From an optimization exercise on the open Yosys and OpenROAD flow, aimed at a short achievable clock period and few clock cycles; shortcuts taken in it are not production practice. Function was checked by simulation only, so behaviour that the tests miss may differ from the original. The clock input has no modelled driver; a real chip could not lean on it and would need a root buffer or a full tree. Power is estimated from default activity; no workload was simulated.

job 3437:
Design ahbApbSystem, start of the top module:
module ahbApbSystem (
  input  logic                  c,
  input  logic                  HRESET,
  input  logic [32-1:0]    HADDR,
  input  logic [1:0]            HTRANS,
  input  logic                  HWRITE,
  input  logic                  HSEL,
  input  logic [32-1:0]    HWDATA,
  input  logic                  HREADYIN,
  output logic [32-1:0]    HRDATA,
  output logic                  HREADYOUT,
  output logic [16-1:0] PSEL,
  output logic [32-1:0]    PADDR,
  output logic                  PWRITE,
  output logic                  PENABLE,
  output logic [32-1:0]    PWDATA
);
export LEC_CHECK = 0
export CAP_MARGIN = 20
export CORE_MARGIN = 2
export CORE_UTILIZATION = 40
export SLEW_MARGIN = 20
create_clock -name core_clock -period 3.5 [get_ports {c}]
run.sh (not shown) runs the stock make flow with config.mk's settings and CLKGATE_MAP_FILE= SYNTH_SCRIPT=/design/flow/synth_recipe.tcl, a recipe that flattens the netlist after the stock synthesis.
Testbench counts of job 3437, summed over its fixed seeds: cycles 12,808.
Relative to job 3437, the following input files were edited for job 1111:
# job 3437
export LEC_CHECK = 0
export CAP_MARGIN = 20
export CORE_MARGIN = 2
export CORE_UTILIZATION = 40
export SLEW_MARGIN = 20
create_clock -name core_clock -period 3.5 [get_ports {c}]
# job 1111
export LEC_CHECK = 0
export CAP_MARGIN = 20
export CORE_MARGIN = 2
export CORE_UTILIZATION = 40
export SETUP_SLACK_MARGIN = 2.0
export SLEW_MARGIN = 20
create_clock -name core_clock -period 3.5 [get_ports {c}]
Results
Critical path depth, job 1111 and job 3437: lower on job 1111. Going from job 3437 to job 1111, share of cells above drive strength 1 grows by 21 points. Job 1111 — total number of vias 6.4% higher, job 3437 as reference. Job 1111 vs. job 3437: global-route usage rose 1.9 points, detailed-placement wirelength estimate picked up an extra 1200 µm.

========
Setup of garnet:
The RTL this note starts from:
==> flow/design.v <==
module apbBridgeFsm (
  input  logic c,
  input  logic HRESET,
  input  logic HSEL,
  input  logic HREADYIN,
  input  logic htrans1,
  output logic accept,      
  output logic setup,       
  output logic penable,     
  output logic HREADYOUT
);
  assign accept = HSEL && HREADYIN && htrans1 && !setup;
  always_ff @(posedge c)
  begin
    if (!HRESET)
    begin
      setup     <= 1'b0;
      penable   <= 1'b0;
      HREADYOUT <= 1'b1;
    end
    else
    begin
      setup     <= accept;
      penable   <= setup;
      HREADYOUT <= !accept;
    end
  end
endmodule
module apbSlaveDecode (
  input  logic                  c,
  input  logic                  HRESET,
  input  logic [32-1:0]    haddr,
  input  logic [32-1:0]    holdAddr,   
  input  logic                  accept,
  input  logic                  setup,
  output logic [16-1:0] psel
);
  logic [16-1:0] pselDec;
  logic [16-1:0] pselHold;
  assign pselDec  = 16'(1) << haddr[31:28];
  assign pselHold = 16'(1) << holdAddr[31:28];
  always_ff @(posedge c)
  begin
    if (!HRESET)
      psel <= '0;
    else if (setup)
      psel <= pselHold;
    else
      psel <= accept ? pselDec : '0;
  end
endmodule
module apbTargetRegister (
  input  logic               c,
  input  logic               HRESET,
  input  logic               wrEn,     
  input  logic [32-1:0] pwdata,
  output logic [32-1:0] prdata
);
  logic [32-1:0] content;
  always_ff @(posedge c)
  begin
    if (!HRESET)
      content <= '0;
    else if (wrEn)
      content <= pwdata;
  end
  assign prdata = content;
endmodule
module apbTargetRam (
  input  logic                 c,
  input  logic [32-1:0] wrEn,    
  input  logic [32-1:0] rdSel,   
  input  logic [32-1:0] rdSelHi,  
  input  logic [32-1:0]    pwdata,
  output logic [32-1:0]    prdata   
);
  logic [32-1:0] mem [0:32-1];
  always_ff @(posedge c)
  begin
    for (int i = 0; i < 32; i++)
      if (wrEn[i])
        mem[i] <= pwdata;
  end
  always_comb
  begin
    prdata = '0;
    for (int i = 0; i < 32; i++)
      prdata = prdata | (mem[i] & {{(32/2){rdSelHi[i]}}, {(32/2){rdSel[i]}}});
  end
endmodule
module ahbApbBridge (
  input  logic                  c,
  input  logic                  HRESET,
  input  logic [32-1:0]    HADDR,
  input  logic [1:0]            HTRANS,
  input  logic                  HWRITE,
  input  logic                  HSEL,
  input  logic [32-1:0]    HWDATA,
  input  logic                  HREADYIN,
  input  logic [32-1:0]    regRdata,
  input  logic [32-1:0]    ramRdata,
  output logic                  regWrEn,
  output logic [32-1:0] ramWrEn,
  output logic [32-1:0] ramRdSel,     
  output logic [32-1:0] ramRdSelHi,   
  output logic [32-1:0]    HRDATA,
  output logic                  HREADYOUT,
  output logic [16-1:0] PSEL,
  output logic [32-1:0]    PADDR,
  output logic                  PWRITE,
  output logic                  PENABLE,
  output logic [32-1:0]    PWDATA
);
  localparam int IDX_W = $clog2(32);
  logic                  accept;
  logic                  setup;
  logic                  regSel;
  logic                  regWrite;
  logic                  ramWrite;
  logic [IDX_W-1:0]      hidx;
  logic [3:0]            hregion;
  logic [32-1:0]    addrHold;
  logic                  writeHold;
  apbBridgeFsm fsm (
    .c,
    .HRESET,
    .HSEL,
    .HREADYIN,
    .htrans1   (HTRANS[1]),
    .accept,
    .setup,
    .penable   (PENABLE),
    .HREADYOUT
  );
  apbSlaveDecode decode (
    .c,
    .HRESET,
    .haddr     (HADDR),
    .holdAddr  (addrHold),
    .accept,
    .setup,
    .psel      (PSEL)
  );
  assign hregion = HADDR[31:28];
  assign hidx    = HADDR[23 +: IDX_W];
  always_ff @(posedge c)
  begin
    if (accept)
    begin
      addrHold  <= HADDR;
      writeHold <= HWRITE;
    end
  end
  always_ff @(posedge c)
  begin
    PADDR  <= setup ? addrHold  : HADDR;
    PWRITE <= setup ? writeHold : HWRITE;
  end
  always_ff @(posedge c)
  begin
    regSel   <= (hregion == 4'(0));
    regWrite <= (hregion == 4'(0)) && HWRITE;
    ramWrite <= (hregion == 4'(1)) && HWRITE;
    for (int i = 0; i < 32; i++)
    begin
      ramRdSel[i]   <= (hregion == 4'(1)) && (hidx == IDX_W'(i));
      ramRdSelHi[i] <= (hregion == 4'(1)) && (hidx == IDX_W'(i)) && !HWRITE;
    end
  end
  always_ff @(posedge c)
  begin
    regWrEn <= HRESET && setup && regWrite;
    for (int i = 0; i < 32; i++)
      ramWrEn[i] <= HRESET && setup && ramWrite && ramRdSel[i];
  end
  always_ff @(posedge c)
  begin
    HRDATA <= ramRdata | (regRdata & {32{regSel}});
  end
  assign PWDATA = HWDATA;
endmodule
module ahbApbSystem (
  input  logic                  c,
  input  logic                  HRESET,
  input  logic [32-1:0]    HADDR,
  input  logic [1:0]            HTRANS,
  input  logic                  HWRITE,
  input  logic                  HSEL,
  input  logic [32-1:0]    HWDATA,
  input  logic                  HREADYIN,
  output logic [32-1:0]    HRDATA,
  output logic                  HREADYOUT,
  output logic [16-1:0] PSEL,
  output logic [32-1:0]    PADDR,
  output logic                  PWRITE,
  output logic                  PENABLE,
  output logic [32-1:0]    PWDATA
);
  logic [32-1:0]    regRdata;
  logic [32-1:0]    ramRdata;
  logic                  regWrEn;
  logic [32-1:0] ramWrEn;
  logic [32-1:0] ramRdSel;
  logic [32-1:0] ramRdSelHi;
  ahbApbBridge bridge (
    .c,
    .HRESET,
    .HADDR,
    .HTRANS,
    .HWRITE,
    .HSEL,
    .HWDATA,
    .HREADYIN,
    .regRdata,
    .ramRdata,
    .regWrEn,
    .ramWrEn,
    .ramRdSel,
    .ramRdSelHi,
    .HRDATA,
    .HREADYOUT,
    .PSEL,
    .PADDR,
    .PWRITE,
    .PENABLE,
    .PWDATA
  );
  apbTargetRegister regTarget (
    .c,
    .HRESET,
    .wrEn    (regWrEn),
    .pwdata  (PWDATA),
    .prdata  (regRdata)
  );
  apbTargetRam ramTarget (
    .c,
    .wrEn    (ramWrEn),
    .rdSel   (ramRdSel),
    .rdSelHi (ramRdSelHi),
    .pwdata  (PWDATA),
    .prdata  (ramRdata)
  );
endmodule
Settings: LEC_CHECK=0, CAP_MARGIN=20, CORE_MARGIN=2, CORE_UTILIZATION=70, SETUP_SLACK_MARGIN=1.95, SLEW_MARGIN=20; clock period 3.5 ns.
standard.sh (not shown) runs the stock make flow with config.mk's settings and CLKGATE_MAP_FILE= SYNTH_SCRIPT=/design/flow/synth_recipe.tcl, a recipe that flattens the netlist after the stock synthesis.
==> flow/flow/run.sh <==
#!/bin/bash
# Layout flow: the standard ORFS flow (standard.sh) with these changes:
#  - the clock tree is built by flow/clocktree.tcl (hooked in before CTS) instead of TritonCTS:
#    the clock port drives four clock buffers beside it, each of which drives leaf clock
#    buffers placed at the centres of compact flip-flop clusters (two buffers to every
#    flip-flop, so the tree is balanced and shallow);
#  - a second setup repair runs after CTS (flow/postcts.tcl);
#  - the port buffers are buf_4 cells instead of the smallest buffer;
#  - the resizer may swap a cell for any cell of the same function (MATCH_CELL_FOOTPRINT=0).
# Each step's full log is in orfs/logs/; make's own output goes to flow_make.log.
set -euo pipefail
here="$(pwd)"
export PRE_CTS_TCL="$here/flow/clocktree.tcl"
export POST_CTS_TCL="$here/flow/postcts.tcl"
export BUFFER_PORTS_ARGS="-buffer_cell sky130_fd_sc_hd__buf_4"
export CT_LEAF_MAX="${CT_LEAF_MAX:-28}"
bash standard.sh MATCH_CELL_FOOTPRINT=0 finish > "$here/flow_make.log" 2>&1
==> flow/flow/clocktree.tcl <==

set ::ct_leaf_max   [expr {[info exists ::env(CT_LEAF_MAX)] ? $::env(CT_LEAF_MAX) : 32}]
set ::ct_mids       [expr {[info exists ::env(CT_MIDS)] ? $::env(CT_MIDS) : 4}]
set ::ct_leaf_cell  [expr {[info exists ::env(CT_LEAF_CELL)] ? $::env(CT_LEAF_CELL) : "sky130_fd_sc_hd__clkbuf_16"}]
set ::ct_mid_cell   [expr {[info exists ::env(CT_MID_CELL)] ? $::env(CT_MID_CELL) : "sky130_fd_sc_hd__clkbuf_16"}]

proc ct_split_n {items n} {
  # split items into n groups of near-equal size by recursive median cuts across the wider
  # side of their bounding box
  if {$n <= 1} { return [list $items] }
  set xs [lmap i $items {lindex $i 0}]
  set ys [lmap i $items {lindex $i 1}]
  set dx [expr {[tcl::mathfunc::max {*}$xs] - [tcl::mathfunc::min {*}$xs]}]
  set dy [expr {[tcl::mathfunc::max {*}$ys] - [tcl::mathfunc::min {*}$ys]}]
  set k [expr {$dx >= $dy ? 0 : 1}]
  set sorted [lsort -integer -index $k $items]
  set n1 [expr {$n / 2}]
  set h [expr {([llength $sorted] * $n1 + $n / 2) / $n}]
  return [concat [ct_split_n [lrange $sorted 0 [expr {$h - 1}]] $n1] \
                 [ct_split_n [lrange $sorted $h end] [expr {$n - $n1}]]]
}

proc ct_centre {items} {
  set sx 0; set sy 0
  foreach i $items { set sx [expr {$sx + [lindex $i 0]}]; set sy [expr {$sy + [lindex $i 1]}] }
  set n [llength $items]
  return [list [expr {$sx / $n}] [expr {$sy / $n}]]
}

proc ct_place {inst x y} {
  set block [ord::get_db_block]
  set master [$inst getMaster]
  set core [$block getCoreArea]
  set w [$master getWidth]; set h [$master getHeight]
  set x [expr {max([$core xMin], min([$core xMax] - $w, $x - $w / 2))}]
  set y [expr {max([$core yMin], min([$core yMax] - $h, $y - $h / 2))}]
  $inst setLocation $x $y
  $inst setPlacementStatus PLACED
}

proc ct_build {} {
  global ct_leaf_max ct_mids ct_leaf_cell ct_mid_cell
  set db [ord::get_db]
  set block [ord::get_db_block]
  set clk [$block findNet c]
  set port [$block findBTerm c]
  set pbox [$port getBBox]
  set px [expr {([$pbox xMin] + [$pbox xMax]) / 2}]
  set py [expr {([$pbox yMin] + [$pbox yMax]) / 2}]
  set leafm [$db findMaster $ct_leaf_cell]
  set midm  [$db findMaster $ct_mid_cell]

  set sinks {}
  foreach it [$clk getITerms] {
    set b [[$it getInst] getBBox]
    lappend sinks [list [expr {([$b xMin] + [$b xMax]) / 2}] [expr {([$b yMin] + [$b yMax]) / 2}] $it]
  }
  puts "clock tree: [llength $sinks] sinks, port at $px $py"

  set nleaves [expr {([llength $sinks] + $ct_leaf_max - 1) / $ct_leaf_max}]
  set clusters [ct_split_n $sinks $nleaves]
  set leaves {}
  set li 0
  foreach cl $clusters {
    lassign [ct_centre $cl] cx cy
    set inst [odb::dbInst_create $block $leafm "ctleaf_$li"]
    set net [odb::dbNet_create $block "ctnet_leaf_$li"]
    $net setSigType CLOCK
    foreach s $cl {
      set it [lindex $s 2]
      $it disconnect
      $it connect $net
    }
    [$inst findITerm X] connect $net
    ct_place $inst $cx $cy
    lappend leaves [list $cx $cy $inst]
    incr li
  }
  puts "clock tree: $li leaf buffers"

  set groups [ct_split_n $leaves $ct_mids]
  set mi 0
  foreach g $groups {
    lassign [ct_centre $g] gx gy
    set inst [odb::dbInst_create $block $midm "ctmid_$mi"]
    set net [odb::dbNet_create $block "ctnet_mid_$mi"]
    $net setSigType CLOCK
    foreach l $g {
      [[lindex $l 2] findITerm A] connect $net
    }
    [$inst findITerm X] connect $net
    [$inst findITerm A] connect $clk
    # beside the port, nudged toward its group
    set dx [expr {$gx - $px}]; set dy [expr {$gy - $py}]
    set d [expr {max(1.0, sqrt($dx * $dx + $dy * $dy))}]
    set off [expr {[info exists ::env(CT_MID_OFF)] ? $::env(CT_MID_OFF) : 12000}]
    set off [expr {min($off, $d)}]
    ct_place $inst [expr {int($px + $dx / $d * $off)}] [expr {int($py + $dy / $d * $off)}]
    puts "clock tree: mid $mi drives [llength $g] leaves"
    incr mi
  }
  $clk setSigType CLOCK
}

ct_build
set_propagated_clock [all_clocks]
# The tree is built; TritonCTS is not run
proc clock_tree_synthesis {args} { puts "clock_tree_synthesis skipped: tree built by clocktree.tcl" }
==> flow/flow/postcts.tcl <==
# A second setup repair after CTS: the first pass stops with most endpoints still short of
# the setup margin, and a second pass from its result gains more.
log_cmd repair_timing -setup -setup_margin $::env(SETUP_SLACK_MARGIN) -repair_tns 100 -verbose
detailed_placement
check_placement -verbose
Testbench counts of garnet, summed over its fixed seeds: cycles 12,808.
Inputs modified between garnet and harbor:
diff --git a/flow/flow/run.sh b/flow/flow/run.sh
--- a/flow/flow/run.sh
+++ b/flow/flow/run.sh
@@ -2,5 +2,5 @@
 # Layout flow: the standard ORFS flow (standard.sh) with these changes:
 #  - the clock tree is built by flow/clocktree.tcl (hooked in before CTS) instead of TritonCTS:
-#    the clock port drives four clock buffers beside it, each of which drives leaf clock
+#    the clock port drives four buffers beside it, each of which drives leaf
 #    buffers placed at the centres of compact flip-flop clusters (two buffers to every
 #    flip-flop, so the tree is balanced and shallow);
@@ -14,4 +14,8 @@
 export POST_CTS_TCL="$here/flow/postcts.tcl"
 export BUFFER_PORTS_ARGS="-buffer_cell sky130_fd_sc_hd__buf_4"
-export CT_LEAF_MAX="${CT_LEAF_MAX:-28}"
+export CT_LEAF_MAX="${CT_LEAF_MAX:-26}"
+# buf_12 for both levels: a little less delay than clkbuf_16 at these loads, and four buf_12
+# inputs load the clock port about as much as four clkbuf_16 inputs
+export CT_MID_CELL=sky130_fd_sc_hd__buf_12
+export CT_LEAF_CELL=sky130_fd_sc_hd__buf_12
 bash standard.sh MATCH_CELL_FOOTPRINT=0 finish > "$here/flow_make.log" 2>&1
diff --git a/flow/flow/clocktree.tcl b/flow/flow/clocktree.tcl
--- a/flow/flow/clocktree.tcl
+++ b/flow/flow/clocktree.tcl
@@ -79,5 +79,22 @@
   puts "clock tree: $li leaf buffers"
 
-  set groups [ct_split_n $leaves $ct_mids]
+  if {![info exists ::env(CT_NO_SECTORS)]} {
+    # group the leaves by their direction from the port, so each mid buffer's net fans out
+    # over a sector from near the port to the far edge and the nets are alike in length
+    set angled {}
+    foreach l $leaves {
+      lappend angled [list [expr {atan2([lindex $l 1] - $py, [lindex $l 0] - $px)}] $l]
+    }
+    set angled [lsort -real -index 0 $angled]
+    set groups {}
+    set n [llength $angled]
+    for {set g 0} {$g < $ct_mids} {incr g} {
+      set a [expr {$n * $g / $ct_mids}]
+      set b [expr {$n * ($g + 1) / $ct_mids - 1}]
+      lappend groups [lmap x [lrange $angled $a $b] {lindex $x 1}]
+    }
+  } else {
+    set groups [ct_split_n $leaves $ct_mids]
+  }
   set mi 0
   foreach g $groups {
### Flow results
Of garnet and harbor, the lower total power belongs to harbor.
There was hardly any difference in part of the total power dissipated in combinational logic between harbor and garnet.
Comparing the two runs side by side, harbor comes out ahead of garnet on final setup slack of the worst path.
harbor ran to completion and came out clean on the timing, DRC and antenna checks.
garnet: flow completed, timing, DRC and antenna clean
Diff garnet -> harbor: area taken by multi-input logic gates shrank by 160 sq um, total vias in the final route roughly the same, global routing usage summed across all routing layers went down 0.26 points.
The inputs of ember differ from those of harbor as listed below.
diff --git a/flow/flow/clocktree.tcl b/flow/flow/clocktree.tcl
--- a/flow/flow/clocktree.tcl
+++ b/flow/flow/clocktree.tcl
@@ -79,22 +79,5 @@
   puts "clock tree: $li leaf buffers"
 
-  if {![info exists ::env(CT_NO_SECTORS)]} {
-    # group the leaves by their direction from the port, so each mid buffer's net fans out
-    # over a sector from near the port to the far edge and the nets are alike in length
-    set angled {}
-    foreach l $leaves {
-      lappend angled [list [expr {atan2([lindex $l 1] - $py, [lindex $l 0] - $px)}] $l]
-    }
-    set angled [lsort -real -index 0 $angled]
-    set groups {}
-    set n [llength $angled]
-    for {set g 0} {$g < $ct_mids} {incr g} {
-      set a [expr {$n * $g / $ct_mids}]
-      set b [expr {$n * ($g + 1) / $ct_mids - 1}]
-      lappend groups [lmap x [lrange $angled $a $b] {lindex $x 1}]
-    }
-  } else {
-    set groups [ct_split_n $leaves $ct_mids]
-  }
+  set groups [ct_split_n $leaves $ct_mids]
   set mi 0
   foreach g $groups {
Findings:
- ember ended up with bridge.HRDATA[22] as its startpoint of the most critical setup path; harbor ended up with HWDATA[21].
- Switching power of the nets ends up lower on harbor.
- Diff harbor -> ember: detailed-route via count saw little to no change, power after layout flat.
Inputs modified between ember and lagoon:
diff --git a/flow/flow/run.sh b/flow/flow/run.sh
--- a/flow/flow/run.sh
+++ b/flow/flow/run.sh
@@ -5,4 +5,5 @@
 #    buffers placed at the centres of compact flip-flop clusters (two buffers to every
 #    flip-flop, so the tree is balanced and shallow);
+#  - each HWDATA pin is placed next to its PWDATA pin (flow/iopairs.tcl);
 #  - a second setup repair runs after CTS (flow/postcts.tcl);
 #  - the port buffers are buf_4 cells instead of the smallest buffer;
@@ -11,4 +12,5 @@
 set -euo pipefail
 here="$(pwd)"
+export PRE_IO_PLACEMENT_TCL="$here/flow/iopairs.tcl"
 export PRE_CTS_TCL="$here/flow/clocktree.tcl"
 export POST_CTS_TCL="$here/flow/postcts.tcl"
diff --git a/flow/flow/clocktree.tcl b/flow/flow/clocktree.tcl
--- a/flow/flow/clocktree.tcl
+++ b/flow/flow/clocktree.tcl
@@ -79,5 +79,22 @@
   puts "clock tree: $li leaf buffers"
 
-  set groups [ct_split_n $leaves $ct_mids]
+  if {![info exists ::env(CT_NO_SECTORS)]} {
+    # group the leaves by their direction from the port, so each mid buffer's net fans out
+    # over a sector from near the port to the far edge and the nets are alike in length
+    set angled {}
+    foreach l $leaves {
+      lappend angled [list [expr {atan2([lindex $l 1] - $py, [lindex $l 0] - $px)}] $l]
+    }
+    set angled [lsort -real -index 0 $angled]
+    set groups {}
+    set n [llength $angled]
+    for {set g 0} {$g < $ct_mids} {incr g} {
+      set a [expr {$n * $g / $ct_mids}]
+      set b [expr {$n * ($g + 1) / $ct_mids - 1}]
+      lappend groups [lmap x [lrange $angled $a $b] {lindex $x 1}]
+    }
+  } else {
+    set groups [ct_split_n $leaves $ct_mids]
+  }
   set mi 0
   foreach g $groups {
==> flow/flow/iopairs.tcl (new file) <==
# Each write data input sits next to its APB write data output: the two are joined by a
# buffer pair only, and that path has the least time of all (input and output delays both).
for {set i 0} {$i < 32} {incr i} {
  set_io_pin_constraint -group -order -pin_names [list "HWDATA\[$i\]" "PWDATA\[$i\]"]
}
Findings:
- | fraction of area in registers | higher: ember |
- Remaining number of nets flagged by the antenna check after routing essentially unchanged between ember and lagoon.
- lagoon ended up with a lower combinational cell power than ember did.
- Going from ember to lagoon, minimum clock period saw a decrease; worst slew slack as a fraction of its limit saw a decrease; net load switching power saw little to no change; total half-perimeter wirelength after legalization and detailed placement saw a decrease; filler cell count in the final layout saw a decrease.
- On fraction of met3 tracks used by global routing: between ember and lagoon, it ends up lower for lagoon.
- lagoon vs ember — routed wire length dropped slightly
The inputs of amber differ from those of lagoon as listed below.
diff --git a/flow/flow/run.sh b/flow/flow/run.sh
--- a/flow/flow/run.sh
+++ b/flow/flow/run.sh
@@ -5,5 +5,4 @@
 #    buffers placed at the centres of compact flip-flop clusters (two buffers to every
 #    flip-flop, so the tree is balanced and shallow);
-#  - each HWDATA pin is placed next to its PWDATA pin (flow/iopairs.tcl);
 #  - a second setup repair runs after CTS (flow/postcts.tcl);
 #  - the port buffers are buf_4 cells instead of the smallest buffer;
@@ -12,5 +11,4 @@
 set -euo pipefail
 here="$(pwd)"
-export PRE_IO_PLACEMENT_TCL="$here/flow/iopairs.tcl"
 export PRE_CTS_TCL="$here/flow/clocktree.tcl"
 export POST_CTS_TCL="$here/flow/postcts.tcl"
@@ -21,3 +19,8 @@
 export CT_MID_CELL=sky130_fd_sc_hd__buf_12
 export CT_LEAF_CELL=sky130_fd_sc_hd__buf_12
+# The read-select registers start the longest register-to-register paths (into the read data
+# register) and are loaded from ports with time to spare: their leaf buffers drive fewer
+# flip-flops, so their clock arrives a little earlier (useful skew).
+export CT_EARLY="bridge.ramRdSel* bridge.regSel*"
+export CT_EARLY_LEAF_MAX=12
 bash standard.sh MATCH_CELL_FOOTPRINT=0 finish > "$here/flow_make.log" 2>&1
diff --git a/flow/flow/clocktree.tcl b/flow/flow/clocktree.tcl
--- a/flow/flow/clocktree.tcl
+++ b/flow/flow/clocktree.tcl
@@ -39,4 +39,29 @@
 }
 
+proc ct_leaves {sinks maxn tag leafm} {
+  # cluster sinks into leaf buffers; returns a list of {x y inst}
+  set block [ord::get_db_block]
+  set nleaves [expr {([llength $sinks] + $maxn - 1) / $maxn}]
+  set leaves {}
+  set li 0
+  foreach cl [ct_split_n $sinks $nleaves] {
+    lassign [ct_centre $cl] cx cy
+    set inst [odb::dbInst_create $block $leafm "ctleaf_${tag}$li"]
+    set net [odb::dbNet_create $block "ctnet_leaf_${tag}$li"]
+    $net setSigType CLOCK
+    foreach s $cl {
+      set it [lindex $s 2]
+      $it disconnect
+      $it connect $net
+    }
+    [$inst findITerm X] connect $net
+    ct_place $inst $cx $cy
+    lappend leaves [list $cx $cy $inst]
+    incr li
+  }
+  puts "clock tree: $li leaf buffers$tag for [llength $sinks] sinks"
+  return $leaves
+}
+
 proc ct_build {} {
   global ct_leaf_max ct_mids ct_leaf_cell ct_mid_cell
@@ -50,32 +75,23 @@
   set leafm [$db findMaster $ct_leaf_cell]
   set midm  [$db findMaster $ct_mid_cell]
+  set early_pats [expr {[info exists ::env(CT_EARLY)] ? $::env(CT_EARLY) : ""}]
+  set early_max [expr {[info exists ::env(CT_EARLY_LEAF_MAX)] ? $::env(CT_EARLY_LEAF_MAX) : 12}]
 
   set sinks {}
+  set early {}
   foreach it [$clk getITerms] {
-    set b [[$it getInst] getBBox]
-    lappend sinks [list [expr {([$b xMin] + [$b xMax]) / 2}] [expr {([$b yMin] + [$b yMax]) / 2}] $it]
+    set inst [$it getInst]
+    set b [$inst getBBox]
+    set s [list [expr {([$b xMin] + [$b xMax]) / 2}] [expr {([$b yMin] + [$b yMax]) / 2}] $it]
+    set is_early 0
+    foreach p $early_pats { if {[string match $p [$inst getName]]} { set is_early 1 } }
+    if {$is_early} { lappend early $s } else { lappend sinks $s }
   }
-  puts "clock tree: [llength $sinks] sinks, port at $px $py"
+  puts "clock tree: [llength $sinks] sinks, [llength $early] early sinks, port at $px $py"
 
-  set nleaves [expr {([llength $sinks] + $ct_leaf_max - 1) / $ct_leaf_max}]
-  set clusters [ct_split_n $sinks $nleaves]
-  set leaves {}
-  set li 0
-  foreach cl $clusters {
-    lassign [ct_centre $cl] cx cy
-    set inst [odb::dbInst_create $block $leafm "ctleaf_$li"]
-    set net [odb::dbNet_create $block "ctnet_leaf_$li"]
-    $net setSigType CLOCK
-    foreach s $cl {
-      set it [lindex $s 2]
-      $it disconnect
-      $it connect $net
-    }
-    [$inst findITerm X] connect $net
-    ct_place $inst $cx $cy
-    lappend leaves [list $cx $cy $inst]
-    incr li
+  set leaves [ct_leaves $sinks $ct_leaf_max "" $leafm]
+  if {[llength $early] > 0} {
+    set leaves [concat $leaves [ct_leaves $early $early_max "_e" $leafm]]
   }
-  puts "clock tree: $li leaf buffers"
 
   if {![info exists ::env(CT_NO_SECTORS)]} {
removed: flow/flow/iopairs.tcl
==> run notes <==
- Leakage power in amber is 1.0% below lagoon.
- amber -> lagoon: worst reg2reg path depth delta 0, exact match
- Against lagoon, final area in amber fell slightly.
- Across both runs, global-route usage over all layers was higher for amber than for lagoon.
- Compared with lagoon, amber is the more power-hungry design.
- On amber: fraction of area in registers is 0.64 points higher than what lagoon gave.
- amber vs lagoon — number of DRC markers in iteration 0 rose about 0.7%.
- amber vs lagoon, worst setup margin went up by 0.0049 ns.
Modified inputs, sierra compared to amber
diff --git a/flow/flow/run.sh b/flow/flow/run.sh
--- a/flow/flow/run.sh
+++ b/flow/flow/run.sh
@@ -5,5 +5,6 @@
 #    buffers placed at the centres of compact flip-flop clusters (two buffers to every
 #    flip-flop, so the tree is balanced and shallow);
-#  - a second setup repair runs after CTS (flow/postcts.tcl);
+#  - each HWDATA pin is placed next to its PWDATA pin (flow/iopairs.tcl);
+#  - more setup repair passes run after CTS, with a rising margin (flow/postcts.tcl);
 #  - the port buffers are buf_4 cells instead of the smallest buffer;
 #  - the resizer may swap a cell for any cell of the same function (MATCH_CELL_FOOTPRINT=0).
@@ -11,4 +12,5 @@
 set -euo pipefail
 here="$(pwd)"
+export PRE_IO_PLACEMENT_TCL="$here/flow/iopairs.tcl"
 export PRE_CTS_TCL="$here/flow/clocktree.tcl"
 export POST_CTS_TCL="$here/flow/postcts.tcl"
==> flow/flow/iopairs.tcl (new file) <==
# Each write data input sits next to its APB write data output: the two are joined by a
# buffer pair only, and that path has the least time of all (input and output delays both).
for {set i 0} {$i < 32} {incr i} {
  set_io_pin_constraint -group -order -pin_names [list "HWDATA\[$i\]" "PWDATA\[$i\]"]
}
==> flow/flow/postcts.tcl <==
# More setup repair after CTS. One pass at the full margin stops early, with most endpoints
# still short of it; passes with a rising margin (the full one last) repair the paths that
# are nearly critical first and end well above a single pass.
estimate_parasitics -placement
set m $::env(SETUP_SLACK_MARGIN)
foreach margin [list [expr {$m - 0.15}] [expr {$m - 0.08}] $m] {
  log_cmd repair_timing -setup -setup_margin $margin -repair_tns 100 -verbose
  estimate_parasitics -placement
}
detailed_placement
check_placement -verbose
| sequential fraction of total cell area | amber vs sierra | ≈ equal |. amber and sierra ended up with roughly the same final instance area. Between sierra and amber, the difference in share of the core filled with cells in the final layout is negligible. Taking amber as the reference, in sierra slew at the pin closest to its max-slew limit went up by 0.10 ns; final worst hold slack now larger; die area neither gained nor lost much; total length of routed met2 wires saw an increase. Global-route wire length before repair, sierra and amber, lower one = sierra.
In every run of this note, the design's own scripts or RTL, not TritonCTS, make the clock network.

[what the ideal ports hide]
Ports are ideal in the flow. The routed layouts listed here were re-timed in OpenROAD. Step 1 (the two cells are an assumption about what drives the block):
set clk [get_ports {c}]
set_driving_cell -lib_cell sky130_fd_sc_hd__clkbuf_16 $clk
set_driving_cell -lib_cell sky130_fd_sc_hd__buf_2 [delete_from_list [all_inputs] $clk]
Step 2 also shifts input and output timing later by t, the mid clock arrival at the registers, as if the neighbouring blocks saw the same clock. Three values: ideal ports, drivers, drivers and shift; two values: the first two.
run | t, ns | slack for setup (ns) | worst hold slack (ns) | worst setup path at the end | latest minus earliest clock arrival (ns)
job 3437 | 0.757 | 0.950 / 0.921 / 0.921 | 0.350 / 0.303 / 0.468 | input to output | 0.044 / 0.044
job 1111 | 0.759 | 1.544 / 1.478 / 1.310 | 0.292 / 0.253 / 0.457 | input to register | 0.037 / 0.038
garnet | 0.512 | 1.823 / 1.703 / 1.381 | 0.392 / 0.370 / 0.478 | input to register | 0.061 / 0.061
harbor | 0.486 | 1.867 / 1.709 / 1.556 | 0.438 / 0.409 / 0.472 | input to register | 0.032 / 0.031
ember | 0.490 | 1.847 / 1.708 / 1.531 | 0.427 / 0.396 / 0.475 | input to register | 0.052 / 0.053
lagoon | 0.496 | 1.852 / 1.726 / 1.416 | 0.430 / 0.393 / 0.466 | input to register | 0.043 / 0.043
amber | 0.488 | 1.857 / 1.715 / 1.567 | 0.415 / 0.384 / 0.475 | input to register | 0.071 / 0.072
sierra | 0.492 | 1.852 / 1.733 / 1.522 | 0.423 / 0.385 / 0.462 | input to register | 0.068 / 0.069
After both steps setup and hold are still met in every run listed. For garnet, which loses most, drivers alone change the setup slack by -0.120 ns; drivers and shift together by -0.442 ns.
